From an optimization exercise on the open Yosys and OpenROAD flow, aimed at small area, a short achievable clock period and few clock cycles per item; shortcuts taken in it are not production practice. At most, simulation tests tie the RTL to the original design; equivalence was not proved. For run 1, only the layout was checked, not whether the RTL still works.

## flow/design.v (module list and top-level ports; edited modules follow where they fit)
// module sgd_control: 77 lines
// module sgd_dot_product: 36 lines
// module sgd_tree_dot: 1909 lines
// module sgd_gradient: 42 lines
// module sgd_tree_upd: 529 lines
// module sgd_model: 19 lines
// module sgd_x_writeback: 33 lines
// module sgd_top: 120 lines
module sgd_top (
    input  wire                       clk,
    input  wire                       rst_n,
    input  wire                       start,
    input  wire sgd_pkg::count_t      mini_batch_size,
    input  wire sgd_pkg::count_t      number_of_samples,
    input  wire sgd_pkg::count_t      number_of_epochs,
    input  wire sgd_pkg::shift_t      step_shift,
    input  wire sgd_pkg::features_t   sample_features,
    input  wire sgd_pkg::model_word_t sample_label,
    input  wire                       sample_valid,
    output wire                       sample_ready,
    output wire sgd_pkg::model_word_t x_out_data,
    output wire                       x_out_valid,
    input  wire                       x_out_ready,
    output wire                       x_out_last,
    output wire                       done
);
  // ...
==> flow/run.sh <==
#!/bin/bash
# synth_recipe.tcl (not shown) runs the flow's synth.tcl, then flattens the netlist and writes it again
# the make line also repeats each setting of config.mk as NAME=value (left out here)
make -C /OpenROAD-flow-scripts/flow DESIGN_CONFIG=/design/flow/config.mk WORK_HOME=/design/flow/orfs CLKGATE_MAP_FILE= SYNTH_SCRIPT=/design/flow/synth_recipe.tcl finish
==> flow/config.mk <==
export PLATFORM = sky130hd
export DESIGN_NAME = sgd_top
export DESIGN_NICKNAME = sgd_top
export VERILOG_FILES = /design/flow/design.v
export SDC_FILE = /design/flow/constraint.sdc
export NUM_CORES = 4
export LEC_CHECK = 0
export ABC_AREA = 1
export CAP_MARGIN = 20
export CORE_MARGIN = 2
export CORE_UTILIZATION = 60
export SETUP_SLACK_MARGIN = 5
export SLEW_MARGIN = 20
==> flow/constraint.sdc <==
create_clock -name core_clock -period 10.0 [get_ports {clk}]
set_input_delay 2.0000 -clock core_clock [delete_from_list [all_inputs] [get_ports {clk}]]
set_output_delay 2.0000 -clock core_clock [all_outputs]
set_load 0.01 [all_outputs]
==> results.py, run 1 <==
metrics = {
    "floorplanning": {
        "nWellTaps": 1414,
        "design.core.area_sq_um": 109000,
    },
    "worst_setup_path": {
        "slowest_delay_ns": 0.87,
        "crit_type": "register to register",
        "crit_family": "adder cells",
        "crit_fanout": 8,
        "r2r_slack_ns": 4.91,
        "reg2reg_from": "u_model.x[17]",
    },
    "cells_and_area": {
        "fin_util_pct": 67.4,
        "design.seq.count": 632,
        "n_all_buffers": 339,
        "num-fill-cells": 9193,
        "diodes": 7,
        "multi_input_area_sq_um": 44300,
    },
    "global_routing": {
        "grt_pass1_wl_mm": 358,
        "use_met1_pct": 54.9,
    },
    "yosys": {
        "synth_nets": 9009,
        "yosys_warnings": 8,
        "synth-xor-area-share_pct": 14.0,
        "syn_inst": 7842,
        "synthFlopType": "dfxtp_1",
        "yosysSeqAreaShare_pct": 22.4,
        "yosys-top-cells-count": "inv_1, xor2_1, o22ai_1, nand2_1, fa_1",
    },
    "routing": {
        "top_layer": "met5",
        "route.met3.wl_mm": 35.0,
        "vias": 58500,
    },
    "run_status": {
        "status": "timing/DRC/antenna clean",
    },
    "sta": {
        "setup_violations": 0,
        "period_share_pct": 50.9,
    },
    "clocking": {
        "post_cts_buffers": 19,
    },
}
==> module sgd_control, before the edit <==
module sgd_control (
    input  wire                  clk,
    input  wire                  rst_n,
    input  wire                  start,
    input  wire sgd_pkg::count_t mini_batch_size,
    input  wire sgd_pkg::count_t number_of_samples,
    input  wire sgd_pkg::count_t number_of_epochs,
    input  wire sgd_pkg::shift_t step_shift,
    input  wire                  sample_valid,
    input  wire                  wb_done,
    output logic                 start_acc,
    output logic                 sample_ready,
    output logic                 take,
    output logic                 batch_end,
    output logic                 run_end,
    output sgd_pkg::shift_t      step_shift_q,
    output logic                 done
);
    logic            busy;
    logic [1:0]      stall_q;
    sgd_pkg::count_t mbs_q;
    sgd_pkg::count_t nsamp_q;
    sgd_pkg::count_t bcnt;
    sgd_pkg::count_t scnt;
    sgd_pkg::count_t ecnt;
    logic            epoch_end;
    assign start_acc = start & ~busy;
    assign take      = sample_valid & sample_ready;
    assign epoch_end = (scnt == sgd_pkg::count_t'(1));
    assign batch_end = (bcnt == sgd_pkg::count_t'(1)) | epoch_end;
    assign run_end   = epoch_end & (ecnt == sgd_pkg::count_t'(1));
    always_ff @(posedge clk) begin
        if (start_acc) begin
            mbs_q        <= mini_batch_size;
            nsamp_q      <= number_of_samples;
            step_shift_q <= step_shift;
            bcnt         <= mini_batch_size;
            scnt         <= number_of_samples;
            ecnt         <= number_of_epochs;
        end else if (take) begin
            bcnt <= batch_end ? mbs_q : bcnt - 1'b1;
            scnt <= epoch_end ? nsamp_q : scnt - 1'b1;
            if (epoch_end) begin
                ecnt <= ecnt - 1'b1;
            end
        end
    end
    always_ff @(posedge clk) begin
        if (!rst_n) begin
            busy         <= 1'b0;
            done         <= 1'b0;
            sample_ready <= 1'b0;
            stall_q      <= '0;
        end else begin
            if (take & batch_end & ~run_end) begin
                stall_q <= 2'd2;
            end else if (stall_q != '0) begin
                stall_q <= stall_q - 1'b1;
            end
            if (start_acc) begin
                busy         <= 1'b1;
                done         <= 1'b0;
                sample_ready <= 1'b1;
            end else begin
                if (take) begin
                    sample_ready <= ~batch_end;
                end else if (stall_q == 2'd1) begin
                    sample_ready <= 1'b1;
                end
                if (wb_done) begin
                    busy <= 1'b0;
                    done <= 1'b1;
                end
            end
        end
    end
endmodule
==> module sgd_gradient, before the edit <==
module sgd_gradient (
    input  wire                       clk,
    input  wire                       dp_valid,
    input  wire sgd_pkg::model_word_t dp_0,
    input  wire sgd_pkg::model_word_t dp_1,
    input  wire sgd_pkg::booth_vec_t  e,
    input  wire sgd_pkg::shift_t      step_shift_q,
    input  wire sgd_pkg::model_vec_t  w,
    output sgd_pkg::model_vec_t       w_next
);
    localparam int MW = sgd_pkg::MODEL_WIDTH;
    sgd_pkg::model_word_t dp_value;
    sgd_pkg::model_word_t loss;
    logic [2*MW-1:0]      ext;
    logic [6*MW-1:0]      rows [sgd_pkg::NUM_FEATURES];
    assign dp_value = dp_0 + dp_1;
    assign ext      = {{MW{dp_value[MW-1]}}, dp_value} >> step_shift_q;
    always_ff @(posedge clk) begin
        loss <= ext[MW-1:0] & {MW{dp_valid}};
    end
    always_comb begin
        for (int j = 0; j < sgd_pkg::NUM_FEATURES; j++) begin
            for (int k = 0; k < 4; k++) begin
                rows[j][k*MW +: MW] = sgd_pkg::booth_row(e[3*(4*j+k) +: 3], loss, k, 1'b1);
            end
            for (int k = 1; k < 4; k++) begin
                rows[j][k*MW + 2*k-2] = ~e[3*(4*j+k-1) + 2];
            end
            rows[j][4*MW +: MW] = {25'd0, ~e[3*(4*j+3) + 2], 6'd0};
            rows[j][5*MW +: MW] = w[MW*j +: MW];
        end
    end
    for (genvar j = 0; j < sgd_pkg::NUM_FEATURES; j++) begin : g_word
        sgd_pkg::model_word_t sum_s;
        sgd_pkg::model_word_t sum_c;
        sgd_tree_upd u_sum (
            .rows (rows[j]),
            .sum  ({sum_c, sum_s})
        );
        assign w_next[MW*j +: MW] = sum_s + sum_c;
    end
endmodule
==> module sgd_model, before the edit <==
module sgd_model (
    input  wire                       clk,
    input  wire                       clear,
    input  wire                       upd_batch_end,
    input  wire sgd_pkg::model_vec_t  w_next,
    output sgd_pkg::model_vec_t       x,
    output sgd_pkg::model_vec_t       w
);
    sgd_pkg::model_vec_t w_d;
    assign w_d = w_next & {$bits(w){~clear}};
    always_ff @(posedge clk) begin
        w <= w_d;
    end
    always_ff @(posedge clk) begin
        if (clear || upd_batch_end) begin
            x <= w_d;
        end
    end
endmodule
==> run 2, diff against run 1 <==
--- a/flow/design.v
+++ b/flow/design.v
@@ -69,3 +69,3 @@
     always_ff @(posedge clk) begin
-        if (start_acc) begin
+        if (!busy) begin
             mbs_q        <= mini_batch_size;
@@ -2080,3 +2080,7 @@
     logic [6*MW-1:0]      rows [sgd_pkg::NUM_FEATURES];
-    assign dp_value = dp_0 + dp_1;
+    sgd_add #(.SKLANSKY(0)) u_dp_add (
+        .a (dp_0),
+        .b (dp_1),
+        .s (dp_value)
+    );
     assign ext      = {{MW{dp_value[MW-1]}}, dp_value} >> step_shift_q;
@@ -2104,4 +2108,46 @@
         );
-        assign w_next[MW*j +: MW] = sum_s + sum_c;
+        sgd_add #(.SKLANSKY(1)) u_add (
+            .a (sum_s),
+            .b (sum_c),
+            .s (w_next[MW*j +: MW])
+        );
+    end
+endmodule
+module sgd_add #(parameter int SKLANSKY = 1) (
+    input  wire [31:0] a,
+    input  wire [31:0] b,
+    output wire [31:0] s
+);
+    localparam int W  = 32;
+    localparam int LG = 5;
+    logic [W-1:0] g, p, p0;
+    always_comb begin
+        p0 = a ^ b;
+        g  = a & b;
+        p  = p0;
+        if (SKLANSKY) begin
+            for (int l = 0; l < LG; l++) begin
+                for (int i = 0; i < W; i++) begin
+                    if ((i >> l) % 2 == 1) begin
+                        g[i] = g[i] | (p[i] & g[((i >> l) << l) - 1]);
+                        p[i] = p[i] & p[((i >> l) << l) - 1];
+                    end
+                end
+            end
+        end else begin
+            for (int l = 0; l < LG; l++) begin
+                for (int i = (2 << l) - 1; i < W; i += (2 << l)) begin
+                    g[i] = g[i] | (p[i] & g[i - (1 << l)]);
+                    p[i] = p[i] & p[i - (1 << l)];
+                end
+            end
+            for (int l = LG - 2; l >= 0; l--) begin
+                for (int i = 3 * (1 << l) - 1; i < W; i += (2 << l)) begin
+                    g[i] = g[i] | (p[i] & g[i - (1 << l)]);
+                    p[i] = p[i] & p[i - (1 << l)];
+                end
+            end
+        end
     end
+    assign s = p0 ^ {g[W-2:0], 1'b0};
 endmodule
@@ -2648,3 +2694,3 @@
     sgd_pkg::model_vec_t w_d;
-    assign w_d = w_next & {$bits(w){~clear}};
+    assign w_d = w_next & {(sgd_pkg::NUM_FEATURES*sgd_pkg::MODEL_WIDTH){~clear}};
     always_ff @(posedge clk) begin
--- a/flow/config.mk
+++ b/flow/config.mk
@@ -10,3 +10,3 @@
 export CORE_MARGIN = 2
-export CORE_UTILIZATION = 60
+export CORE_UTILIZATION = 45
 export SETUP_SLACK_MARGIN = 5
==> run 2 against run 1 <==
  * Highest routed layer unchanged
  * Now fails the layout checks on antenna violations
  * Register-to-register slack improved by 0.11 ns
  * First-iteration DRC count fell by 27%
  * Largest cell class unchanged
  * Fmax rose by 2.3%
==> results.py, run 2 <==
metrics = {
    "clocking": {
        "htreeDepth": 3,
        "cts.clk_slew.worst_paths_ns": 0.06,
        "clock-sinks": 632,
        "cts_buffer_depth": 3,
        "clkLatencyLatePin_ns": 0.71,
        "cts_buffers": 75,
        "cts_tree": "built",
        "clock-root-buffer": "clkbuf_16",
        "hold_buffers": 0,
    },
    "sta": {
        "rsz0062_at_grt": "true",
        "slew_violations": 0,
        "tightest_slew_ns": 1.15,
        "min_period_ns": 4.97,
        "maxSlewHeadroom_pct": 22.7,
        "setup_violations": 0,
        "layout_setup_ws_ns": 5.03,
        "fmax_mhz": 201,
        "setup_tns_ns": 0,
        "period_share_pct": 49.7,
        "fin_skew_ns": 0.0515,
        "hold_viol_final": 0,
    },
    "cells_and_area": {
        "drive_above_1_share_pct": 6.46,
        "final_common_cell": "inv_1",
        "syn2layout_area_growth_pct": 10.4,
        "final_cell_mix": "inv_1, xor2_1, o22ai_1, fa_1, nand2_1",
        "nets": 8267,
        "num-fill-cells": 13100,
        "top_regs": "u_model.w (128), u_model.x (128)",
        "postLayoutCellArea_sq_um": 69700,
    },
    "placed_design": {
        "gp_congestion": 0.984,
        "placed_area_sq_um": 66000,
        "hpwlAfterDp_mm": 162,
        "pre_cts_ws_ns": 4.65,
        "io_buffer_count": 157,
    },
    "global_routing": {
        "first_global_vias": 50900,
        "antenna_found_initial": 10,
        "track_usage_pct": 30.4,
        "grt_pass1_wl_mm": 325,
        "grt_overflow": 0,
        "grt_max_degree": 72,
    },
    "run_status": {
        "violations": "antenna violations",
        "status": "complete, but fails checks",
    },
    "yosys": {
        "ys_ff_latch": 632,
        "yosys_warnings": 10,
        "synth_edf_count": 213,
        "netlist_area_sq_um": 63100,
        "yosys-top-cells-count": "inv_1, xor2_1, o22ai_1, fa_1, nand2_1",
        "synth_nets": 8285,
        "yosysSeqAreaShare_pct": 23.4,
        "async_flop_share_pct": 0,
        "synth_area_per_cell_sq_um": 8.89,
        "syn_inst": 7093,
        "yosysMostFrequentCell": "inv_1",
        "synth_cell_type_count": 59,
        "yosys.area.top_type_share_pct": 24.3,
        "synthFlopType": "dfxtp_1",
        "synth_area_leaders": "fa_1, dfxtp_1, xor2_1",
        "synth_top_cell_by_area": "fa_1",
    },
    "routing": {
        "via_per_inst": 5.72,
        "routed_wl_mm": 220,
        "ant_nets": 1,
        "drtIter0Drc": 5315,
        "wire_per_inst_microns": 24.4,
        "drcViolationCount": 0,
        "drt_first_pass_iters": 9,
        "vias": 51600,
    },
    "worst_setup_path": {
        "r2r-end": "u_dot_product.dp_1[31]",
        "crit_type": "register to register",
        "arrival_ns": 5.58,
        "cp-end-kind": "register",
        "r2r_slack_ns": 5.03,
        "crit_fanout": 24,
        "worstRegToRegCells": 23,
        "cp.required_ns": 10.60,
        "reg2reg_from": "e0[33]",
        "startpoint_type": "register",
    },
    "worst_hold_path": {
        "hold_depth": 0,
        "hp-start": "e1[5]",
        "min_path_type": "register to register",
        "hold_end": "e2[5]",
    },
    "floorplanning": {
        "fp.dieArea_sq_um": 143000,
        "ioPinCount": 158,
        "die_h_microns": 378,
        "row_count": 137,
        "design.core.area_sq_um": 139000,
        "start_util_pct": 45.3,
        "die_w_microns": 378,
    },
    "job": {
        "max_cap_violations": 0,
    },
}
==> run 2: layer usage <==
metal  part of all wire [%]  track usage [%]  vias up
met1                     41             40.2    25400
met4                    5.8             15.2        8
met3                     11             8.37      531
met5                  0.027                0        -
met2                     43             45.6     2662
li1                       -                -    23000
==> run 2: how the worst max path moves through the flow <==
stage,to,cells past startpoint,slack [ns],start
finish,u_dot_product.dp_1[31],23,5.03,e0[33]
global route,u_dot_product.dp_1[31],24,4.89,e0[1]
CTS,x_out_data[12],5,5.00,u_model.x[44]
detailed placement,u_model.x[17],16,4.65,e2[6]
global placement,u_model.x[17],16,4.73,e2[6]
floorplan,u_model.x[17],18,5.49,e2[3]
==> run 2: cell type report <==
cell class              count  area, sq um  area share [%]
well taps                1876         2350            3.37
multi-input cells        4803        42100            60.4
diodes                     12         30.0          0.0431
clock buffers              92         2020            2.90
clock inverters            47          711            1.02
flip-flops and latches    632        14800            21.2
inverters                1258         4840            6.95
repair buffers            294         2780            3.99
repair inverters           11         82.6           0.119
==> run 2: cells by family (layout without fill, tap and decap cells) <==
family          Yosys count  after routing  share of synthesized area (%)
compound gates         1461           1461                           13.8
xor+xnor                981            981                           13.6
fa+ha+maj              1070           1070                           30.3
buf+inv                1658           1702                           10.1
flops                   632            632                           23.4
mux                      30             30                          0.510
other cells               0             12                              0
simple gates           1261           1261                           8.27
==> run 2: metrics by stage <==
stage / instances / utilization, % / hold slack (ns)
floorplan: 7093 / - / 0.310
global placement: 8809 / 47.4 / 0.310
detailed placement: 8810 / 47.4 / 0.312
CTS: 8972 / 49.6 / 0.325
global route: 9013 / 50.0 / 0.326
finish: 9025 / 50.0 / 0.319
==> run 2: repair_timing <==
item	in CTS	in global routing
pin swaps	0	0
resized for setup	38	62
setup buffers	15	37
cloned	8	3
endpoints found under the setup margin	161	166
==> run 2: worst max-delay path: stages (launching register included) <==
cell	delay, ns
dfxtp_1	0.65
inv_1	0.58
o22ai_1	0.36
xor2_1	0.20
fa_1	0.44
inv_1	0.10
fa_1	0.45
fa_1	0.50
inv_1	0.05
fa_1	0.37
xnor2_1	0.23
nand3_1	0.18
nand2_1	0.10
nand2_1	0.05
nand2_1	0.11
inv_1	0.05
nand2_1	0.07
nand2_1	0.05
nand2_1	0.05
nand2_1	0.06
inv_1	0.05
nand3_1	0.06
nand2_1	0.07
inv_1	0.03
Testbench counts of run 2, summed over its fixed seeds: cycles 5,573, samples 3,865.
==> run 3, diff against run 2 <==
--- a/flow/config.mk
+++ b/flow/config.mk
@@ -10,3 +10,3 @@
 export CORE_MARGIN = 2
-export CORE_UTILIZATION = 45
+export CORE_UTILIZATION = 40
 export SETUP_SLACK_MARGIN = 5
==> run 3 against run 2 <==
  * The run now finishes clean
  * Critical path depth decreased by 18
  * Register-to-register slack about the same
  * Synthesized area unchanged
  * Sequential cell count unchanged
==> results.py, run 3 <==
metrics = {
    "yosys": {
        "synthFlopType": "dfxtp_1",
        "synth-simple-area-share_pct": 8.27,
        "yosys_warnings": 10,
        "yosysMostFrequentCell": "inv_1",
        "synth_edf_count": 213,
        "synth_cell_type_count": 59,
        "syn_inst": 7093,
        "synth_area_per_cell_sq_um": 8.89,
        "synth-xor-area-share_pct": 13.6,
        "netlist_area_sq_um": 63100,
        "synth_top_cell_by_area": "fa_1",
        "async_flop_share_pct": 0,
        "synth_top_family_by_area": "adder cells",
        "synthMuxAreaShare_pct": 0.510,
        "yosys.area.top_type_share_pct": 24.3,
        "yosysSeqAreaShare_pct": 23.4,
        "ys_ff_latch": 632,
        "synth_nets": 8285,
        "yosys-top-cells-count": "inv_1, xor2_1, o22ai_1, fa_1, nand2_1",
        "synth_area_leaders": "fa_1, dfxtp_1, xor2_1",
        "synthAdderAreaFrac_pct": 30.3,
        "synth-compound-area-share_pct": 13.8,
    },
    "worst_setup_path": {
        "path_buf_inv": 2,
        "cp_common_cell": "a21oi_1",
        "path_cells": "clkinv_2 -> o21ai_0 -> a21oi_1 -> a21oi_1 -> clkdlybuf4s50_1",
        "crit_fanout": 9,
        "startpoint_type": "register",
        "r2r-end": "u_model.x[12]",
        "crit_type": "register to output port",
        "reg2reg_from": "e2[1]",
        "slowest_stage": "clkdlybuf4s50_1",
        "crit_family": "buffers and inverters",
        "slowest_delay_ns": 0.64,
        "r2r_slack_ns": 5.03,
        "critical_path.endpoint": "x_out_data[16]",
        "arrival_ns": 2.97,
        "cp-end-kind": "output port",
        "cp.required_ns": 8.00,
        "worstRegToRegCells": 13,
        "critical_path.startpoint": "u_model.x[48]",
        "cp.depth": 5,
    },
    "routing": {
        "ant_nets": 0,
        "drcViolationCount": 0,
        "route.met3.wl_mm": 23.5,
        "met1_length_mm": 89.8,
        "vias": 51500,
        "via_per_inst": 5.60,
        "wl_met2_mm": 95.5,
        "top_layer": "met5",
        "wire_per_inst_microns": 24.2,
        "drtIter0Drc": 5462,
        "drt_first_pass_iters": 7,
        "routed_wl_mm": 222,
    },
    "run_status": {
        "status": "timing/DRC/antenna clean",
    },
    "sta": {
        "fin_skew_ns": 0.0437,
        "hold_viol_final": 0,
        "tightest_slew_ns": 1.09,
        "setup_violations": 0,
        "period_share_pct": 49.7,
        "fmax_mhz": 201,
        "layout_setup_ws_ns": 5.03,
        "maxSlewHeadroom_pct": 25.3,
        "slew_violations": 0,
        "min_period_ns": 4.97,
        "setup_tns_ns": 0,
        "rsz0062_at_grt": "true",
    },
    "cells_and_area": {
        "postLayoutCellArea_sq_um": 69800,
        "final_cell_mix": "inv_1, xor2_1, o22ai_1, fa_1, nand2_1",
        "drive_above_1_share_pct": 6.54,
        "num-fill-cells": 15100,
        "fin_util_pct": 44.7,
        "final_common_cell": "inv_1",
        "nets": 8255,
        "top_regs": "u_model.w (128), u_model.x (128)",
        "syn2layout_area_growth_pct": 10.7,
    },
    "clocking": {
        "htreeDepth": 3,
        "clock-sinks": 632,
        "clkLatencyLatePin_ns": 0.71,
        "cts_tree": "built",
        "cts_buffers": 79,
        "cts.clk_slew.worst_paths_ns": 0.07,
        "cts_buffer_depth": 3,
        "clock-root-buffer": "clkbuf_16",
    },
    "worst_hold_path": {
        "min_path_type": "register to register",
    },
    "floorplanning": {
        "ioPinCount": 158,
        "fp.dieArea_sq_um": 161000,
        "row_count": 145,
        "die_h_microns": 401,
        "die_w_microns": 401,
        "start_util_pct": 40.3,
        "design.core.area_sq_um": 156000,
    },
    "global_routing": {
        "antenna_found_initial": 12,
        "first_global_vias": 51700,
        "grt_max_degree": 89,
        "grt_overflow": 0,
        "grt_pass1_wl_mm": 332,
        "track_usage_pct": 27.3,
    },
    "job": {
        "max_cap_violations": 0,
    },
    "placed_design": {
        "pre_cts_ws_ns": 4.60,
        "hpwlAfterDp_mm": 164,
        "placed_area_sq_um": 66300,
        "io_buffer_count": 157,
        "gp_congestion": 1.01,
    },
}
-- run 3: cell types whose count changed in the layout (fill, tap and decap cells not counted), moves of 6 or more --
cell        change
a21oi_1         -6
inv_6           +6
clkbuf_8        +7
bufinv_16       -7
clkinvlp_4     -16
diode_2        -10
clkbuf_16       +6
inv_1           +6
buf_4          -14
-- run 3: cell families (layout without fill, tap and decap cells) --
group / count (synthesis) / in the layout
buffers and inverters: 1658 / 1695
multiplexers: 30 / 30
XOR/XNOR: 981 / 981
adder cells (fa/ha/maj): 1070 / 1070
AO/OA/AOI/OAI: 1461 / 1461
flip-flops: 632 / 632
AND/OR/NAND/NOR: 1261 / 1261
other: 0 / 2
-- run 3: metal layers --
metal	up-vias	global-route usage (%)
li1	23000	-
met1	25400	36.0
met2	2537	41.0
met3	532	7.29
met4	12	14.0
met5	-	0
-- run 3: worst register-to-register path: cells and delay by family, from the launching register on --
kind / cells / cell delay [ns]
AND/OR/NAND/NOR: 1 / 0.13
AO/OA/AOI/OAI: 5 / 1.60
adder cells (fa/ha/maj): 4 / 1.82
flip-flops: 1 / 0.52
XOR/XNOR: 1 / 0.12
buffers and inverters: 2 / 0.47
-- run 3: final cells by class --
class	count	area (sq um)	share of cell area, %
inverter	1258	4810	6.89
timing repair inverter	9	67.6	0.0968
sequential	632	14800	21.2
clock inverter	50	532	0.762
timing repair buffer	280	2690	3.85
multi-input combinational	4803	42100	60.3
tap	2058	2570	3.69
clock buffer	98	2220	3.18
antenna	2	5.00	0.00717
-- run 3: worst min-delay path by stage --
| stage | from | to | slack (ns) | depth (start not counted) |
|---|---|---|---|---|
| after floorplan | be0 | be1 | 0.31 | 0 |
| after global placement | last1 | last2 | 0.31 | 0 |
| after detailed placement | be0 | be1 | 0.31 | 0 |
| after CTS | e1[10] | e2[10] | 0.33 | 0 |
| after global routing | e1[12] | e2[12] | 0.33 | 0 |
| final | e1[10] | e2[10] | 0.32 | 0 |
-- run 3: stage by stage --
stage,hold slack (ns),std cells
after floorplan,0.310,7093
after global placement,0.311,9001
after detailed placement,0.312,9002
after CTS,0.325,9165
after global routing,0.330,9190
final,0.321,9190
-- run 3: what timing repair did --
action / in CTS / in global routing
resized for setup: 51 / 63
hold buffers: 0 / 0
setup endpoints to repair: 143 / 168
cloned: 7 / 2
buffers inserted: 8 / 19
==> run 4, diff against run 3 <==
==> flow/flow/run.sh (new file) <==
#!/bin/bash
# Own layout flow: the standard flow, with one netlist step between
# synthesis and floorplan, and a tighter setup target for the repairs.
#  1. standard synthesis (bash standard.sh synth), unchanged
#  2. flow/faopt.py re-chooses the polarity of each full adder (and xor/xnor)
#     so that fewer inverters are needed; registers are not touched
#  3. the rest of the standard flow, with the setup repair aiming at
#     SETUP_SLACK_MARGIN below (the clock and constraints are the standard flow's)
# Each tool's output goes to a log file of its own in this folder.
set -euo pipefail
MARGIN=${MARGIN:-5}
R=orfs/results/${FLOW_PLATFORM}/sgd_top/base

bash standard.sh synth > synth.log 2>&1
cp $R/1_2_yosys.v $R/1_2_yosys.std.v
python3 flow/faopt.py $R/1_2_yosys.std.v $R/1_2_yosys.opt.v > faopt.log 2>&1
cp $R/1_2_yosys.opt.v $R/1_2_yosys.v
touch $R/1_2_yosys.v
rm -f $R/1_synth.odb $R/1_synth.sdc
bash standard.sh synth > synth_odb.log 2>&1
bash standard.sh SETUP_SLACK_MARGIN=$MARGIN finish > finish.log 2>&1
==> flow/flow/faopt.py (new file) <==
#!/usr/bin/env python3
"""Full adders are self-dual: fa(~a, ~b, ~c) = ~fa(a, b, c) on both outputs.
Re-choose each full adder's polarity in a Yosys netlist so that fewer
inverters are needed, and rewrite the netlist. Usage: faopt.py in.v out.v"""
import re
import sys
import random
import os

INV_RE = re.compile(r'^sky130_fd_sc_hd__(clk)?inv_\d+$')
FA_RE = re.compile(r'^sky130_fd_sc_hd__fa_\d+$')
XOR_RE = re.compile(r'^sky130_fd_sc_hd__x(n?)or2_(\d+)$')
LIB = os.path.join(os.environ.get('FLOW_HOME', '/OpenROAD-flow-scripts/flow'),
                   'platforms/sky130hd/lib/sky130_fd_sc_hd__tt_025C_1v80.lib')


def output_pins():
    """cell name -> its output pins, from the liberty file"""
    outs = {}
    cell = None
    pin = None
    for line in open(LIB):
        m = re.match(r'\s*cell\s*\(\s*"?([\w]+)"?\s*\)', line)
        if m:
            cell = m.group(1)
            outs[cell] = set()
            continue
        m = re.match(r'\s*pin\s*\(\s*"?([\w]+)"?\s*\)', line)
        if m:
            pin = m.group(1)
            continue
        m = re.match(r'\s*direction\s*:\s*"?(\w+)"?', line)
        if m and cell and pin and m.group(1) == 'output':
            outs[cell].add(pin)
    return outs


OUTS = output_pins()


def main(src, dst):
    text = open(src).read()
    text = re.sub(r'\(\*.*?\*\)', '', text, flags=re.S)
    text = re.sub(r'/\*.*?\*/', '', text, flags=re.S)
    m = re.search(r'\bmodule\s+(\S+)\s*\((.*?)\);', text, re.S)
    body_start = m.end()
    end = text.rindex('endmodule')
    head, body, tail = text[:body_start], text[body_start:end], text[end:]
    # split the body into statements
    stmts = [s.strip() for s in body.split(';')]
    stmts = [s for s in stmts if s]
    cells = []   # [type, name, {pin: net}, idx]
    other = []   # statements kept as they are, with their index
    port_nets = set()
    for s in stmts:
        mm = re.match(r'^(\S+)\s+(\S+)\s*\((.*)\)$', s, re.S)
        if mm and mm.group(1).startswith('sky130_fd_sc_hd__'):
            pins = dict((p, n.strip()) for p, n in re.findall(r'\.(\w+)\(([^()]*)\)', mm.group(3)))
            cells.append([mm.group(1), mm.group(2), pins])
        else:
            other.append(s)
            if re.match(r'^(input|output|inout)\b', s):
                for n in re.findall(r'([\\\w$.\[\]]+)\s*$', s.split('\n')[-1]):
                    pass
    # nets named in non-cell statements (ports, assigns) are kept as they are
    fixed_text = '\n'.join(o for o in other if not re.match(r'^wire\b', o))
    fixed_names = set(re.findall(r'[\\]?[\w$.]+(?:\[\d+\])?', fixed_text))

    def fixed(net):
        base = re.sub(r'\[\d+\]$', '', net)
        return net in fixed_names or base in fixed_names

    driver = {}
    for c in cells:
        for p, n in c[2].items():
            if p in OUTS[c[0]]:
                driver[n] = c
    invs = [c for c in cells if INV_RE.match(c[0])]
    inv_out = {c[2]['Y']: c for c in invs}

    # root of a net through inverter chains: (root net, polarity)
    def root(n):
        pol = 0
        seen = 0
        while n in inv_out and not fixed(n) and seen < 10:
            n = inv_out[n][2]['A']
            pol ^= 1
            seen += 1
        return n, pol

    fas = [c for c in cells if FA_RE.match(c[0])]
    nfa = len(fas)
    fas += [c for c in cells if XOR_RE.match(c[0])]
    fa_idx = {id(c): i for i, c in enumerate(fas)}
    # removable inverters: output not fixed
    removable = [c for c in invs if not fixed(c[2]['Y'])]
    removable_ids = set(id(c) for c in removable)
    # consumers: (cell, pin) -> (root, polarity wanted in the original)
    uses = []
    for c in cells:
        if id(c) in removable_ids:
            continue
        for p, n in c[2].items():
            if p in OUTS[c[0]]:
                continue
            r, q = root(n)
            uses.append((c, p, r, q))
    # roots driven by an FA output
    def fa_of_root(r):
        d = driver.get(r)
        if d is not None and (FA_RE.match(d[0]) or XOR_RE.match(d[0])) and not fixed(r):
            return fa_idx[id(d)]
        return None

    by_root = {}
    for u in uses:
        by_root.setdefault(u[2], []).append(u)
    roots = list(by_root)
    root_fa = {r: fa_of_root(r) for r in roots}
    use_fa = []
    for (c, p, r, q) in uses:
        use_fa.append(fa_idx[id(c)] if FA_RE.match(c[0]) and p in ('A', 'B', 'CIN') else None)
    root_uses = {}
    for i, u in enumerate(uses):
        root_uses.setdefault(u[2], []).append(i)
    fa_roots = [set() for _ in fas]
    for r in roots:
        if root_fa[r] is not None:
            fa_roots[root_fa[r]].add(r)
    for i, u in enumerate(uses):
        if use_fa[i] is not None:
            fa_roots[use_fa[i]].add(u[2])

    flip = [0] * len(fas)

    def need_inv(r):
        pr = flip[root_fa[r]] if root_fa[r] is not None else 0
        for i in root_uses[r]:
            q = uses[i][3]
            g = flip[use_fa[i]] if use_fa[i] is not None else 0
            if q ^ g != pr:
                return 1
        return 0

    def cost_of(k):
        return sum(need_inv(r) for r in fa_roots[k])

    total0 = sum(need_inv(r) for r in roots)
    import math
    cur = [cost_of(k) for k in range(len(fas))]
    best = list(flip)
    total = sum(need_inv(r) for r in roots)
    best_total = total
    n = len(fas)
    steps = 400 * n
    for t in range(steps):
        temp = 2.0 * (1 - t / steps) + 0.01
        k = random.randrange(n)
        before = cost_of(k)
        flip[k] ^= 1
        after = cost_of(k)
        d = after - before
        if d <= 0 or random.random() < math.exp(-d / temp):
            total += d
            if total < best_total:
                best_total = total
                best = list(flip)
        else:
            flip[k] ^= 1
    flip[:] = best
    improved = True
    while improved:
        improved = False
        for k in range(n):
            before = cost_of(k)
            flip[k] ^= 1
            if cost_of(k) < before:
                improved = True
            else:
                flip[k] ^= 1
    total1 = sum(need_inv(r) for r in roots)
    sys.stderr.write(f"faopt: {len(fas)} full adders, {sum(flip)} flipped; "
                     f"inverters {len(invs)} -> {len(invs) - len(removable) + total1} "
                     f"(removable {len(removable)}, needed {total0} before, {total1} after)\n")

    for k in range(nfa, len(fas)):
        if flip[k]:
            c = fas[k]
            m = XOR_RE.match(c[0])
            c[0] = 'sky130_fd_sc_hd__x' + ('or2_' if m.group(1) else 'nor2_') + m.group(2)
            if 'X' in c[2]:
                c[2]['Y'] = c[2].pop('X')
            else:
                c[2]['X'] = c[2].pop('Y')
    # rewrite: one inverter per root that needs the other polarity
    spare = list(removable)
    inv_for = {}
    new_cells = []
    for r in roots:
        if need_inv(r):
            c = spare.pop() if spare else None
            if c is None:
                name = f"_faopt_inv_{len(inv_for)}_"
                c = ['sky130_fd_sc_hd__inv_1', name, {}]
                out = f"_faopt_n_{len(inv_for)}_"
            else:
                out = c[2]['Y']
            c[2] = {'A': r, 'Y': out}
            inv_for[r] = out
            new_cells.append(c)
    for i, (c, p, r, q) in enumerate(uses):
        g = flip[use_fa[i]] if use_fa[i] is not None else 0
        pr = flip[root_fa[r]] if root_fa[r] is not None else 0
        c[2][p] = r if (q ^ g) == pr else inv_for[r]
    kept = [c for c in cells if id(c) not in removable_ids] + new_cells
    # declare nets made here
    decl = ''.join(f"  wire {c[2]['Y']};\n" for c in new_cells if c[2]['Y'].startswith('_faopt_n_'))
    out = [head, '\n']
    for o in other:
        out.append('  ' + o + ' ;\n')
    out.append(decl)
    for c in kept:
        pins = ',\n'.join(f'    .{p}({n} )' for p, n in c[2].items())
        out.append(f'  {c[0]} {c[1]} (\n{pins}\n  );\n')
    out.append(tail)
    # every net read by a cell must still have a driver; if not, keep the input
    inputs = set()
    assigned = set()
    for o in other:
        m2 = re.match(r'^input\s+(?:\[[^\]]*\]\s*)?(\S+)', o)
        if m2:
            inputs.add(m2.group(1))
        m2 = re.match(r'^assign\s+(\S+)', o)
        if m2:
            assigned.add(re.sub(r'\[.*', '', m2.group(1)))
    driven = set()
    for c in kept:
        for p, n in c[2].items():
            if p in OUTS[c[0]]:
                driven.add(n)
    bad = []
    for c in kept:
        for p, n in c[2].items():
            if p in OUTS[c[0]] or re.match(r"^\d+'[bh]", n):
                continue
            base = re.sub(r'\[\d+\]$', '', n)
            if n not in driven and base not in inputs and base not in assigned and n not in assigned:
                bad.append(n)
    if bad:
        sys.stderr.write(f"faopt: {len(bad)} nets without a driver (e.g. {bad[:5]}); netlist left as it was\n")
        open(dst, 'w').write(open(src).read())
        return
    open(dst, 'w').write(''.join(out))


if __name__ == '__main__':
    random.seed(1)
    main(sys.argv[1], sys.argv[2])
==> flow/standard.sh (new file) <==
#!/bin/bash
# synth_recipe.tcl (not shown) runs the flow's synth.tcl, then flattens the netlist and writes it again
# the make line also repeats each setting of config.mk as NAME=value (left out here)
make -C /OpenROAD-flow-scripts/flow DESIGN_CONFIG=/design/flow/config.mk WORK_HOME=/design/flow/orfs CLKGATE_MAP_FILE= SYNTH_SCRIPT=/design/flow/synth_recipe.tcl "${@:-finish}"
--- a/flow/config.mk
+++ b/flow/config.mk
@@ -10,3 +10,3 @@
 export CORE_MARGIN = 2
-export CORE_UTILIZATION = 40
+export CORE_UTILIZATION = 45
 export SETUP_SLACK_MARGIN = 5
removed: flow/run.sh
==> run 4 against run 3 <==
  * Still clean on timing, DRC and antenna
  * Clock skew grew 0.0060 ns
  * Routed wire length is 0.97% lower
  * Non-clock buffer count increased by 35
  * Critical path depth rose by 17
  * Global-route usage rose by 4.4 points
  * Final cell count fell by 9.4%
  * Via count fell by 2.9%
  * Worst hold slack better by 0.00099 ns
  * Die area fell by 14%
  * Fmax fell by 0.98%
==> results.py, run 4 <==
metrics = {
    "worst_setup_path": {
        "path_cells": "inv_1 -> buf_4 -> o22ai_1 -> xor2_1 -> fa_1 -> fa_1 -> fa_1 -> fa_1 -> xnor2_1 -> nand3_1 -> nand2_1 -> nand2_1 -> nand2_1 -> inv_1 -> nand2_1 -> nand2_1 -> nand2_1 -> nand2_1 -> inv_1 -> nand3_1 -> nand2_1 -> clkinv_1",
        "cp.depth": 22,
        "crit_family": "adder cells",
        "cp.required_ns": 10.60,
        "path_buf_inv": 5,
        "crit_type": "register to register",
        "startpoint_type": "register",
        "cp_common_cell": "nand2_1",
        "cp-end-kind": "register",
        "worstRegToRegCells": 22,
        "arrival_ns": 5.62,
        "crit_fanout": 23,
        "slowest_stage": "dfxtp_1",
        "slowest_delay_ns": 0.66,
    },
    "cells_and_area": {
        "top_regs": "u_model.w (128), u_model.x (128)",
        "final_cell_mix": "o22ai_1, fa_1, nand2_1, inv_1, xnor2_1",
        "syn2layout_area_growth_pct": 11.2,
        "nets": 7683,
        "final_common_cell": "o22ai_1",
        "drive_above_1_share_pct": 7.00,
    },
    "clocking": {
        "cts_buffers": 78,
        "cts_tree": "built",
        "clock-sinks": 632,
        "clock-root-buffer": "clkbuf_16",
        "clkLatencyLatePin_ns": 0.73,
        "cts_buffer_depth": 3,
        "hold_buffers": 0,
        "cts.clk_slew.worst_paths_ns": 0.08,
        "htreeDepth": 3,
    },
    "sta": {
        "period_share_pct": 50.2,
        "setup_tns_ns": 0,
        "fmax_mhz": 199,
        "rsz0062_at_grt": "true",
        "maxSlewHeadroom_pct": 25.1,
        "fin_skew_ns": 0.0498,
        "min_period_ns": 5.02,
        "hold_viol_final": 0,
        "slew_violations": 0,
        "setup_violations": 0,
        "tightest_slew_ns": 1.10,
    },
    "placed_design": {
        "io_buffer_count": 157,
        "gp_congestion": 0.996,
        "hpwlAfterDp_mm": 161,
    },
    "floorplanning": {
        "ioPinCount": 158,
        "fp.dieArea_sq_um": 138000,
        "row_count": 134,
        "start_util_pct": 45.4,
        "design.core.area_sq_um": 134000,
        "die_h_microns": 372,
        "die_w_microns": 372,
    },
    "routing": {
        "wire_per_inst_microns": 26.4,
        "ant_nets": 0,
        "vias": 50000,
        "routed_wl_mm": 220,
        "via_per_inst": 6.01,
        "drcViolationCount": 0,
        "drt_first_pass_iters": 6,
        "drtIter0Drc": 5563,
    },
    "global_routing": {
        "grt_pass1_wl_mm": 325,
        "track_usage_pct": 31.6,
        "first_global_vias": 50000,
        "grt_max_degree": 98,
        "grtUsageMet2_pct": 45.6,
        "antenna_found_initial": 12,
        "use_met1_pct": 44.0,
        "grt_overflow": 0,
        "use_met3_pct": 8.05,
        "grt_busiest_layer": "met2",
    },
    "yosys": {
        "synth_nets": 7672,
        "syn_inst": 6480,
        "netlist_area_sq_um": 60800,
        "yosys_warnings": 10,
        "synth_area_per_cell_sq_um": 9.38,
    },
    "worst_hold_path": {
        "min_path_type": "register to register",
        "hold_depth": 0,
    },
    "job": {
        "max_cap_violations": 0,
    },
    "run_status": {
        "status": "timing/DRC/antenna clean",
    },
}
## run 4: cell types whose count changed in the layout (fill, tap and decap cells not counted), moves of 14 or more
cell	delta
clkinvlp_4	+20
xor2_1	-544
buf_4	+21
xnor2_1	+544
clkinv_2	-14
clkinv_1	-16
inv_2	-39
inv_1	-558
## run 4: final cells by class
type / count / area [sq um]
fill: 12400 / 66200
timing repair inverter: 16 / 113
multi-input combinational: 4803 / 42200
timing repair buffer: 315 / 3080
inverter: 645 / 2530
antenna: 2 / 5.00
clock buffer: 104 / 2230
tap: 1768 / 2210
sequential: 632 / 14800
clock inverter: 42 / 403
## run 4: what timing repair did
item	4_1_cts	5_1_grt
gates cloned	9	7
setup buffers	7	34
endpoints found under the setup margin	77	148
pin swaps	1	2
gates resized for setup	61	76
endpoints found under the hold margin	0	0
## run 4: metrics by stage
step | setup WS (ns) | area [sq um] | std cells | util, % | hold slack (ns)
after floorplan | 5.51 | 60800 | 6480 | - | 0.310
after global placement | 4.40 | 63800 | 8116 | 47.7 | 0.311
after detailed placement | 4.78 | 63800 | 8119 | 47.7 | 0.312
after CTS | 5.02 | 66900 | 8281 | 50.0 | 0.318
after global routing | 4.86 | 67600 | 8325 | 50.5 | 0.321
final | 4.98 | 67600 | 8327 | 50.5 | 0.322
## run 4: final timing paths
kind	start	end	slack [ns]
max	e0[30]	u_dot_product.dp_1[31]	4.98
min	e1[47]	e2[47]	0.32
max reg2reg	e0[30]	u_dot_product.dp_1[31]	4.98
min reg2reg	e1[47]	e2[47]	0.32
## run 4: routing by layer
layer / routed length (microns) / vias up
met5: 23 / -
met4: 12000 / 4
met3: 25000 / 511
met1: 90800 / 24800
met2: 92300 / 2865
li1: - / 21800
==> run 5, diff against run 4 <==
--- a/flow/config.mk
+++ b/flow/config.mk
@@ -11,2 +11,3 @@
 export CORE_UTILIZATION = 45
+export CTS_BUF_LIST = sky130_fd_sc_hd__clkbuf_4 sky130_fd_sc_hd__clkbuf_8
 export SETUP_SLACK_MARGIN = 5
==> run 5 against run 4 <==
  * Still clean
  * Synthesized area unchanged
  * Worst hold slack got worse by 0.0022 ns
  * Final cell count increased by 0.90%
  * Cell area about the same
  * Via count increased by 0.19%
  * Synthesized cell count unchanged
  * Clock skew increased by 0.014 ns
  * Fmax increased by 1.3%
  * Core utilization about the same
  * Largest cell class unchanged
==> results.py, run 5 <==
metrics = {
    "sta": {
        "setup_violations": 0,
        "rsz0062_at_grt": "true",
        "fin_skew_ns": 0.0633,
        "period_share_pct": 49.6,
        "min_period_ns": 4.96,
        "fmax_mhz": 202,
        "hold_viol_final": 0,
        "slew_violations": 0,
        "tightest_slew_ns": 1.17,
        "maxSlewHeadroom_pct": 20.2,
        "setup_tns_ns": 0,
    },
    "worst_setup_path": {
        "cp.depth": 9,
        "slowest_delay_ns": 0.73,
        "arrival_ns": 5.68,
        "cp_common_cell": "fa_1",
        "path_cells": "clkinvlp_2 -> o22ai_1 -> xor2_1 -> fa_1 -> fa_1 -> fa_1 -> fa_1 -> fa_1 -> fa_1",
        "crit_family": "adder cells",
        "r2r_slack_ns": 5.04,
        "slowest_stage": "clkinvlp_2",
        "path_buf_inv": 1,
        "cp.required_ns": 10.72,
        "worstRegToRegCells": 9,
        "crit_type": "register to register",
        "cp-end-kind": "register",
        "crit_fanout": 13,
        "startpoint_type": "register",
    },
    "floorplanning": {
        "die_w_microns": 372,
        "design.core.area_sq_um": 134000,
        "row_count": 134,
        "start_util_pct": 45.4,
        "ioPinCount": 158,
        "fp.dieArea_sq_um": 138000,
        "die_h_microns": 372,
    },
    "clocking": {
        "cts_buffer_depth": 3,
        "cts_tree": "built",
        "hold_buffers": 0,
        "htreeDepth": 3,
        "clock-sinks": 632,
        "clock-root-buffer": "clkbuf_8",
        "cts.clk_slew.worst_paths_ns": 0.07,
        "clkLatencyLatePin_ns": 0.87,
        "cts_buffers": 115,
    },
    "cells_and_area": {
        "final_cell_mix": "o22ai_1, fa_1, nand2_1, inv_1, xnor2_1",
        "nets": 7722,
        "postLayoutCellArea_sq_um": 67500,
        "top_regs": "u_model.w (128), u_model.x (128)",
        "final_common_cell": "o22ai_1",
        "syn2layout_area_growth_pct": 11.1,
        "drive_above_1_share_pct": 8.20,
    },
    "global_routing": {
        "grt_overflow": 0,
        "grt_pass1_wl_mm": 325,
        "track_usage_pct": 31.6,
        "first_global_vias": 50200,
        "grt_max_degree": 98,
        "antenna_found_initial": 13,
    },
    "yosys": {
        "syn_inst": 6480,
        "synth_nets": 7672,
        "yosys_warnings": 10,
        "synth_area_per_cell_sq_um": 9.38,
        "netlist_area_sq_um": 60800,
    },
    "routing": {
        "wire_per_inst_microns": 26.2,
        "drcViolationCount": 0,
        "routed_wl_mm": 220,
        "via_per_inst": 5.96,
        "drtIter0Drc": 5366,
        "vias": 50100,
        "drt_first_pass_iters": 5,
        "ant_nets": 0,
    },
    "worst_hold_path": {
        "min_path_type": "register to register",
        "hold_depth": 0,
    },
    "placed_design": {
        "placed_area_sq_um": 63800,
        "io_buffer_count": 157,
        "hpwlAfterDp_mm": 161,
        "gp_congestion": 0.996,
    },
    "run_status": {
        "status": "timing/DRC/antenna clean",
    },
    "job": {
        "max_cap_violations": 0,
    },
}
==> run 5: worst paths after layout <==
| path | endpoint | from |
|---|---|---|
| max reg2reg | u_dot_product.dp_1[22] | e0[31] |
| min reg2reg | e2[11] | e1[11] |
| min | e2[11] | e1[11] |
| max | u_dot_product.dp_1[22] | e0[31] |
==> run 5: through the flow <==
stage	cells	utilization [%]	setup WS, ns	hold WS (ns)
after floorplan	6480	-	5.51	0.310
after global placement	8116	47.7	4.40	0.311
after detailed placement	8119	47.7	4.78	0.312
after CTS	8353	50.0	4.95	0.308
after global routing	8400	50.5	4.86	0.329
final	8402	50.5	5.04	0.319
==> run 5: area by class of cell <==
cell class / instances / area (sq um)
Antenna cell: 3 / 7.51
Clock buffer: 175 / 2170
Clock inverter: 43 / 440
Fill cell: 12400 / 66300
Inverter: 645 / 2530
Multi-Input combinational cell: 4803 / 42200
Sequential cell: 632 / 14800
Tap cell: 1768 / 2210
Timing Repair Buffer: 317 / 3040
Timing Repair inverter: 16 / 113
==> run 5: what timing repair did <==
item	4_1_cts	5_1_grt
buffers inserted	7	35
resized for setup	80	72
cloned	9	7
setup endpoints to repair	70	161
pin swaps	1	1
==> run 5: metal layers <==
| metal | track usage, % | vias up | routed length [microns] |
|---|---|---|---|
| met5 | 0 | - | 37 |
| met4 | 16.4 | 6 | 12100 |
| met3 | 7.98 | 503 | 25400 |
| met2 | 45.2 | 2889 | 91800 |
| met1 | 44.0 | 24800 | 90600 |
| li1 | - | 21900 | - |
==> run 6, diff against run 5 <==
--- a/flow/flow/run.sh
+++ b/flow/flow/run.sh
@@ -10,3 +10,3 @@
 set -euo pipefail
-MARGIN=${MARGIN:-5}
+MARGIN=${MARGIN:-5.3}
 R=orfs/results/${FLOW_PLATFORM}/sgd_top/base
==> run 6 against run 5 <==
  * Still clean on timing, DRC and antenna
  * Sequential cell count unchanged
  * Final cell count increased by 1.1%
  * Non-clock buffer count grew 84
  * Clock-buffer cell count stayed put
  * Die area unchanged
  * Sequential share of layout area is 0.51 points lower
  * Cell area up 2.8%
  * Critical path depth down 2
  * Clock skew about the same
  * Via count rose by 1.4%
==> results.py, run 6 <==
metrics = {
    "worst_setup_path": {
        "startpoint_type": "register",
        "arrival_ns": 2.77,
        "cp.required_ns": 8.00,
        "r2r-end": "u_model.x[51]",
        "crit_fanout": 2,
        "cp-end-kind": "output port",
        "r2r_slack_ns": 5.39,
        "reg2reg_from": "u_gradient.loss[8]",
        "crit_type": "register to output port",
        "critical_path.startpoint": "u_model.x[54]",
        "critical_path.endpoint": "x_out_data[22]",
        "worstRegToRegCells": 17,
    },
    "floorplanning": {
        "die_h_microns": 372,
        "fp.dieArea_sq_um": 138000,
        "row_count": 134,
        "start_util_pct": 45.4,
        "ioPinCount": 158,
        "die_w_microns": 372,
        "design.core.area_sq_um": 134000,
    },
    "worst_hold_path": {
        "min_path_type": "register to register",
        "hold_depth": 0,
    },
    "global_routing": {
        "grt_overflow": 0,
        "grt_pass1_wl_mm": 330,
        "grtUsageMet2_pct": 46.1,
        "grt_busiest_layer": "met2",
        "track_usage_pct": 32.2,
        "use_met1_pct": 44.3,
        "first_global_vias": 50900,
        "grt_max_degree": 98,
        "antenna_found_initial": 9,
        "use_met3_pct": 8.08,
    },
    "sta": {
        "fmax_mhz": 210,
        "tightest_slew_ns": 1.15,
        "period_share_pct": 47.7,
        "fin_skew_ns": 0.0636,
        "layout_setup_ws_ns": 5.23,
        "setup_tns_ns": 0,
        "hold_viol_final": 0,
        "maxSlewHeadroom_pct": 21.7,
        "min_period_ns": 4.77,
        "slew_violations": 0,
        "setup_violations": 0,
        "rsz0062_at_grt": "true",
    },
    "routing": {
        "vias": 50800,
        "drtIter0Drc": 5579,
        "wire_per_inst_microns": 26.6,
        "routed_wl_mm": 226,
        "via_per_inst": 5.98,
        "drt_first_pass_iters": 6,
        "drcViolationCount": 0,
        "ant_nets": 0,
    },
    "cells_and_area": {
        "final_common_cell": "o22ai_1",
        "syn2layout_area_growth_pct": 14.2,
        "final_cell_mix": "o22ai_1, fa_1, nand2_1, xnor2_1, inv_1",
        "top_regs": "u_model.w (128), u_model.x (128)",
        "nets": 7814,
        "drive_above_1_share_pct": 11.7,
    },
    "clocking": {
        "htreeDepth": 3,
        "cts_buffer_depth": 3,
        "clock-sinks": 632,
        "cts_tree": "built",
        "cts.clk_slew.worst_paths_ns": 0.06,
        "clock-root-buffer": "clkbuf_8",
        "clkLatencyLatePin_ns": 0.87,
        "cts_buffers": 115,
    },
    "yosys": {
        "netlist_area_sq_um": 60800,
        "synth_area_per_cell_sq_um": 9.38,
        "syn_inst": 6480,
        "synth_nets": 7672,
        "yosys_warnings": 10,
    },
    "placed_design": {
        "pre_cts_ws_ns": 4.78,
        "gp_congestion": 0.996,
        "hpwlAfterDp_mm": 161,
        "io_buffer_count": 157,
    },
    "job": {
        "max_cap_violations": 0,
    },
    "run_status": {
        "status": "timing/DRC/antenna clean",
    },
}
run 6: worst min path at each step:
stage / startpoint / slack, ns / endpoint
2_1_floorplan: be0 / 0.31 / be1
3_3_place_gp: e1[38] / 0.31 / e2[38]
3_5_place_dp: e1[21] / 0.31 / e2[21]
4_1_cts: e1[16] / 0.31 / e2[16]
5_1_grt: e1[14] / 0.33 / e2[14]
6_report: e1[11] / 0.32 / e2[11]
run 6: worst max-delay path: stages (launching register included):
cell and delay [ns]:
edfxtp_1 0.63, clkinvlp_4 0.32, buf_4 0.20, buf_4 0.12, o21ai_0 0.14, a21oi_1 0.07
a21oi_2 0.15, dlygate4sd2_1 0.29
run 6: layout make-up:
class	count	area (sq um)
timing repair buffer	401	4190
antenna	2	5.00
fill	12300	64400
clock buffer	175	2170
clock inverter	43	440
timing repair inverter	24	178
sequential	632	14900
inverter	645	2610
tap	1768	2210
multi-input combinational	4803	42700
run 6: per-layer routing:
layer,routed length [microns],vias up
met4,13100,4
met1,91900,25100
met3,26200,587
met5,27,-
met2,94300,2968
li1,-,22100
run 6: what timing repair did:
action / in CTS / in global routing
setup endpoints to repair: 218 / 203
pin swaps: 2 / 17
setup buffers: 64 / 57
gates resized for setup: 198 / 252
cloned: 22 / 8
hold buffers: 0 / 0
run 6: metrics by stage:
step / hold slack, ns / instance area (sq um) / std cells / util [%]
after CTS: 0.308 / 67800 / 8423 / 50.7
after global routing: 0.329 / 69400 / 8492 / 51.9
after detailed placement: 0.312 / 63800 / 8119 / 47.7
after global placement: 0.311 / 63800 / 8116 / 47.7
final: 0.320 / 69400 / 8493 / 51.9
after floorplan: 0.310 / 60800 / 6480 / -
==> run 7, diff against run 6 <==
--- a/flow/flow/run.sh
+++ b/flow/flow/run.sh
@@ -7,3 +7,4 @@
 #  3. the rest of the standard flow, with the setup repair aiming at
-#     SETUP_SLACK_MARGIN below (the clock and constraints are the standard flow's)
+#     SETUP_SLACK_MARGIN below (the clock and constraints are the standard flow's), and
+#     every port buffered with buf_2 rather than the cell buffer_ports picks
 # Each tool's output goes to a log file of its own in this folder.
@@ -20,2 +21,2 @@
 bash standard.sh synth > synth_odb.log 2>&1
-bash standard.sh SETUP_SLACK_MARGIN=$MARGIN finish > finish.log 2>&1
+bash standard.sh SETUP_SLACK_MARGIN=$MARGIN "BUFFER_PORTS_ARGS=-buffer_cell sky130_fd_sc_hd__buf_2" finish > finish.log 2>&1
==> run 7 against run 6 <==
  * Worst setup slack improved by 0.069 ns
  * Synthesized cell count did not move
  * Clock-buffer cell count fell by 7
  * Clock skew grew 0.0035 ns
  * Global-route usage is 0.23 points lower
  * Synthesized area unchanged
  * Register-to-register slack got worse by 0.03 ns
  * Via count is 0.11% lower
  * First-iteration DRC count rose by 2.0%
==> results.py, run 7 <==
metrics = {
    "cells_and_area": {
        "syn2layout_area_growth_pct": 12.6,
        "nets": 7791,
        "final_common_cell": "o22ai_1",
        "final_cell_mix": "o22ai_1, fa_1, nand2_1, inv_1, xnor2_1",
        "num-fill-cells": 12400,
        "top_regs": "u_model.w (128), u_model.x (128)",
        "postLayoutCellArea_sq_um": 68400,
        "drive_above_1_share_pct": 13.3,
    },
    "worst_setup_path": {
        "arrival_ns": 2.70,
        "worstRegToRegCells": 21,
        "cp-end-kind": "output port",
        "slowest_delay_ns": 0.47,
        "crit_family": "compound AO/OA/AOI/OAI gates",
        "path_cells": "clkinv_1 -> clkbuf_8 -> o21ai_0 -> o22ai_2 -> buf_2",
        "slowest_stage": "o22ai_2",
        "startpoint_type": "register",
        "path_buf_inv": 3,
        "crit_type": "register to output port",
        "crit_fanout": 62,
        "cp.depth": 5,
        "cp.required_ns": 8.00,
    },
    "sta": {
        "period_share_pct": 47.0,
        "setup_violations": 0,
        "fin_skew_ns": 0.0672,
        "tightest_slew_ns": 1.09,
        "holdWs_ns": 0.323,
        "hold_viol_final": 0,
        "setup_tns_ns": 0,
        "rsz0062_at_grt": "true",
        "maxSlewHeadroom_pct": 27.5,
        "fmax_mhz": 213,
        "layout_setup_ws_ns": 5.30,
        "slew_violations": 0,
        "min_period_ns": 4.70,
    },
    "floorplanning": {
        "fp.dieArea_sq_um": 138000,
        "ioPinCount": 158,
        "row_count": 134,
        "design.core.area_sq_um": 134000,
        "start_util_pct": 45.4,
        "die_h_microns": 372,
        "die_w_microns": 372,
    },
    "placed_design": {
        "io_buffer_count": 157,
        "pre_cts_ws_ns": 4.69,
        "gp_congestion": 0.982,
        "placed_area_sq_um": 63100,
        "hpwlAfterDp_mm": 159,
    },
    "clocking": {
        "hold_buffers": 0,
        "cts_buffers": 111,
        "clock-root-buffer": "clkbuf_8",
        "clkLatencyLatePin_ns": 0.88,
        "cts_buffer_depth": 3,
        "htreeDepth": 3,
        "cts.clk_slew.worst_paths_ns": 0.06,
        "cts_tree": "built",
        "clock-sinks": 632,
    },
    "routing": {
        "routed_wl_mm": 223,
        "drtIter0Drc": 5689,
        "wire_per_inst_microns": 26.3,
        "drt_first_pass_iters": 8,
        "via_per_inst": 5.99,
        "ant_nets": 0,
        "vias": 50700,
        "drcViolationCount": 0,
    },
    "worst_hold_path": {
        "hold_depth": 0,
        "min_path_type": "register to register",
    },
    "global_routing": {
        "track_usage_pct": 31.9,
        "antenna_found_initial": 16,
        "grt_pass1_wl_mm": 327,
        "grt_overflow": 0,
        "grt_max_degree": 69,
        "first_global_vias": 50700,
    },
    "job": {
        "max_cap_violations": 0,
    },
    "run_status": {
        "status": "timing/DRC/antenna clean",
    },
    "yosys": {
        "synth_nets": 7672,
        "synth_area_per_cell_sq_um": 9.38,
        "yosys_warnings": 10,
        "syn_inst": 6480,
        "netlist_area_sq_um": 60800,
    },
}
-- run 7: final timing paths --
kind	from	to	slack [ns]
worst max-delay path	u_x_writeback.idx[1]	x_out_data[31]	5.30
worst min register to register	e1[25]	e2[25]	0.32
worst min-delay path	e1[25]	e2[25]	0.32
worst max register to register	e0[32]	u_dot_product.dp_1[31]	5.36
-- run 7: repair_timing --
action | CTS | global route
endpoints found under the setup margin | 224 | 209
buffers inserted | 49 | 58
gates cloned | 20 | 5
pin swaps | 4 | 32
resized for setup | 137 | 257
-- run 7: per-layer routing --
metal	global-route usage (%)	wire (microns)	share of wire, %
met1	43.6	90400	41
met2	45.9	94200	42
met3	9.04	25700	12
met4	16.7	12100	5.4
met5	0	67	0.030
-- run 7: through the flow --
stage	utilization [%]	std cells
3_5_place_dp	47.1	8121
2_1_floorplan	-	6480
6_report	51.1	8470
3_3_place_gp	47.1	8120
5_1_grt	51.1	8467
4_1_cts	50.0	8401
-- run 7: cell type report --
cell class | count | area, sq um | share of cell area (%)
multi-input combinational | 4803 | 42700 | 62.4
sequential | 632 | 14800 | 21.7
timing repair buffer | 385 | 3350 | 4.90
inverter | 645 | 2570 | 3.75
tap | 1768 | 2210 | 3.23
clock buffer | 168 | 2090 | 3.05
clock inverter | 43 | 495 | 0.724
timing repair inverter | 21 | 158 | 0.230
antenna | 5 | 12.5 | 0.0183
==> run 8, diff against run 7 <==
--- a/flow/flow/run.sh
+++ b/flow/flow/run.sh
@@ -11,3 +11,3 @@
 set -euo pipefail
-MARGIN=${MARGIN:-5.3}
+MARGIN=${MARGIN:-5.4}
 R=orfs/results/${FLOW_PLATFORM}/sgd_top/base
==> run 8 against run 7 <==
  * Die area is the same
  * Clock skew grew 0.011 ns
  * Critical path depth grew 1
  * Worst hold slack lost 0.012 ns
  * Critical path type unchanged
  * Still clean
  * Sequential share of layout area shrank 0.36 points
  * Cell area grew 1.9%
==> results.py, run 8 <==
metrics = {
    "placed_design": {
        "hpwlAfterDp_mm": 159,
        "io_buffer_count": 157,
        "gp_congestion": 0.982,
    },
    "global_routing": {
        "track_usage_pct": 32.1,
        "grt_max_degree": 69,
        "antenna_found_initial": 20,
        "grt_overflow": 0,
        "grt_pass1_wl_mm": 329,
        "first_global_vias": 50900,
    },
    "worst_setup_path": {
        "slowest_delay_ns": 0.63,
        "slowest_stage": "edfxtp_1",
        "path_cells": "clkinvlp_4 -> buf_4 -> o21ai_0 -> a21oi_1 -> a21oi_1 -> buf_2",
        "arrival_ns": 2.61,
        "cp.required_ns": 8.00,
        "startpoint_type": "register",
        "cp_common_cell": "a21oi_1",
        "cp-end-kind": "output port",
        "crit_fanout": 4,
        "crit_type": "register to output port",
    },
    "run_status": {
        "status": "timing/DRC/antenna clean",
    },
    "routing": {
        "routed_wl_mm": 228,
        "wire_per_inst_microns": 26.7,
        "via_per_inst": 6.03,
        "drt_first_pass_iters": 8,
        "drcViolationCount": 0,
        "vias": 51400,
        "ant_nets": 0,
        "drtIter0Drc": 6033,
    },
    "cells_and_area": {
        "drive_above_1_share_pct": 15.3,
        "final_cell_mix": "o22ai_1, fa_1, nand2_1, xnor2_1, inv_1",
        "final_common_cell": "o22ai_1",
        "num-fill-cells": 12300,
        "nets": 7851,
        "top_regs": "u_model.w (128), u_model.x (128)",
        "multi_input_area_sq_um": 43100,
        "syn2layout_area_growth_pct": 14.7,
        "layout.area.seq_sq_um": 14900,
    },
    "clocking": {
        "cts_tree": "built",
        "cts_buffers": 111,
        "cts_buffer_depth": 3,
        "clock-sinks": 632,
        "clock-root-buffer": "clkbuf_8",
        "cts.clk_slew.worst_paths_ns": 0.06,
        "htreeDepth": 3,
        "clkLatencyLatePin_ns": 0.89,
    },
    "sta": {
        "hold_viol_final": 0,
        "min_period_ns": 4.61,
        "tightest_slew_ns": 1.11,
        "slew_violations": 0,
        "fmax_mhz": 217,
        "fin_skew_ns": 0.0786,
        "setup_tns_ns": 0,
        "period_share_pct": 46.1,
        "maxSlewHeadroom_pct": 26.1,
        "rsz0062_at_grt": "true",
        "setup_violations": 0,
    },
    "floorplanning": {
        "start_util_pct": 45.4,
        "ioPinCount": 158,
        "fp.dieArea_sq_um": 138000,
        "die_h_microns": 372,
        "row_count": 134,
        "die_w_microns": 372,
        "design.core.area_sq_um": 134000,
    },
    "job": {
        "max_cap_violations": 0,
    },
    "yosys": {
        "syn_inst": 6480,
        "synth_area_per_cell_sq_um": 9.38,
        "synth_nets": 7672,
        "netlist_area_sq_um": 60800,
        "yosys_warnings": 10,
    },
    "worst_hold_path": {
        "min_path_type": "register to register",
    },
}
## run 8: timing repair
action / in CTS / in global routing
resized for setup: 184 / 369
endpoints found under the setup margin: 264 / 226
buffers inserted: 70 / 88
hold buffers: 0 / 0
cloned: 23 / 12
pin swaps: 5 / 54
## run 8: per-stage QoR
| stage | cell area, sq um | hold slack [ns] | utilization (%) | worst slack [ns] | cells |
|---|---|---|---|---|---|
| floorplan | 60800 | 0.310 | - | 5.51 | 6480 |
| global placement | 63000 | 0.311 | 47.1 | 4.69 | 8120 |
| detailed placement | 63100 | 0.312 | 47.1 | 4.69 | 8121 |
| CTS | 67200 | 0.321 | 50.2 | 5.31 | 8425 |
| global route | 69700 | 0.325 | 52.1 | 5.34 | 8526 |
| finish | 69700 | 0.311 | 52.1 | 5.39 | 8528 |
## run 8: layout make-up
class	instances	area share, %
Antenna cell	3	0.0108
Clock buffer	168	2.99
Clock inverter	43	0.711
Inverter	645	3.79
Multi-Input combinational cell	4803	61.8
Sequential cell	632	21.3
Tap cell	1768	3.17
Timing Repair Buffer	442	5.91
Timing Repair inverter	24	0.258
## run 8: layer usage
metal	track usage [%]	routed length, microns	vias up
met2	46.1	96000	2966
met3	9.72	28000	579
met1	43.3	90800	25600
met4	17.4	13200	6
met5	0	38	-
li1	-	-	22200
## run 8: worst max-delay path, delay by kind of cell (launching register included)
| family | cells | cell delay (ns) |
|---|---|---|
| buffers and inverters | 3 | 0.76 |
| flip-flops | 1 | 0.63 |
| AO/OA/AOI/OAI | 3 | 0.38 |
## run 8: final timing paths
check	start	endpoint	slack, ns	cells after the start
worst max register to register	u_model.x[54]	u_dot_product.dp_1[27]	5.41	10
worst max-delay path	u_model.x[54]	x_out_data[22]	5.39	6
worst min register to register	e1[25]	e2[25]	0.31	0
worst min-delay path	e1[25]	e2[25]	0.31	0

## static timing again, ports no longer ideal
The results above use ideal ports. As a check the final layouts listed here were re-extracted and re-timed, cells and wires unchanged.
Step 1, drivers: a clkbuf_16 drives clk and a buf_2 each remaining input, both assumed.
Step 2 moves the port delays by t, midway between the first and last clock arrival at a register: inputs arrive t later, outputs are due t later. That takes back most of the time a late clock gives input paths.
Slacks: ideal ports / drivers / drivers and shift; pairs: ideal ports / drivers.
run	t, ns	setup slack, ns	worst hold slack (ns)	worst setup path after step 2	cell pins on the clock port's net
run 1	0.768	4.912 / 4.912 / 4.912	0.315 / 0.315 / 0.315	register to register	1
run 2	0.768	5.026 / 4.960 / 5.026	0.319 / 0.319 / 0.319	register to register	1
run 3	0.773	5.027 / 4.946 / 5.030	0.321 / 0.321 / 0.321	register to register	1
run 4	0.782	4.977 / 4.949 / 4.977	0.322 / 0.322 / 0.322	register to register	1
run 5	0.908	5.042 / 5.026 / 5.042	0.319 / 0.319 / 0.319	register to register	1
run 6	0.910	5.235 / 5.163 / 5.388	0.320 / 0.320 / 0.320	register to register	1
run 7	0.917	5.304 / 5.232 / 5.358	0.323 / 0.323 / 0.323	register to register	1
run 8	0.926	5.388 / 5.315 / 5.409	0.311 / 0.311 / 0.311	register to register	1
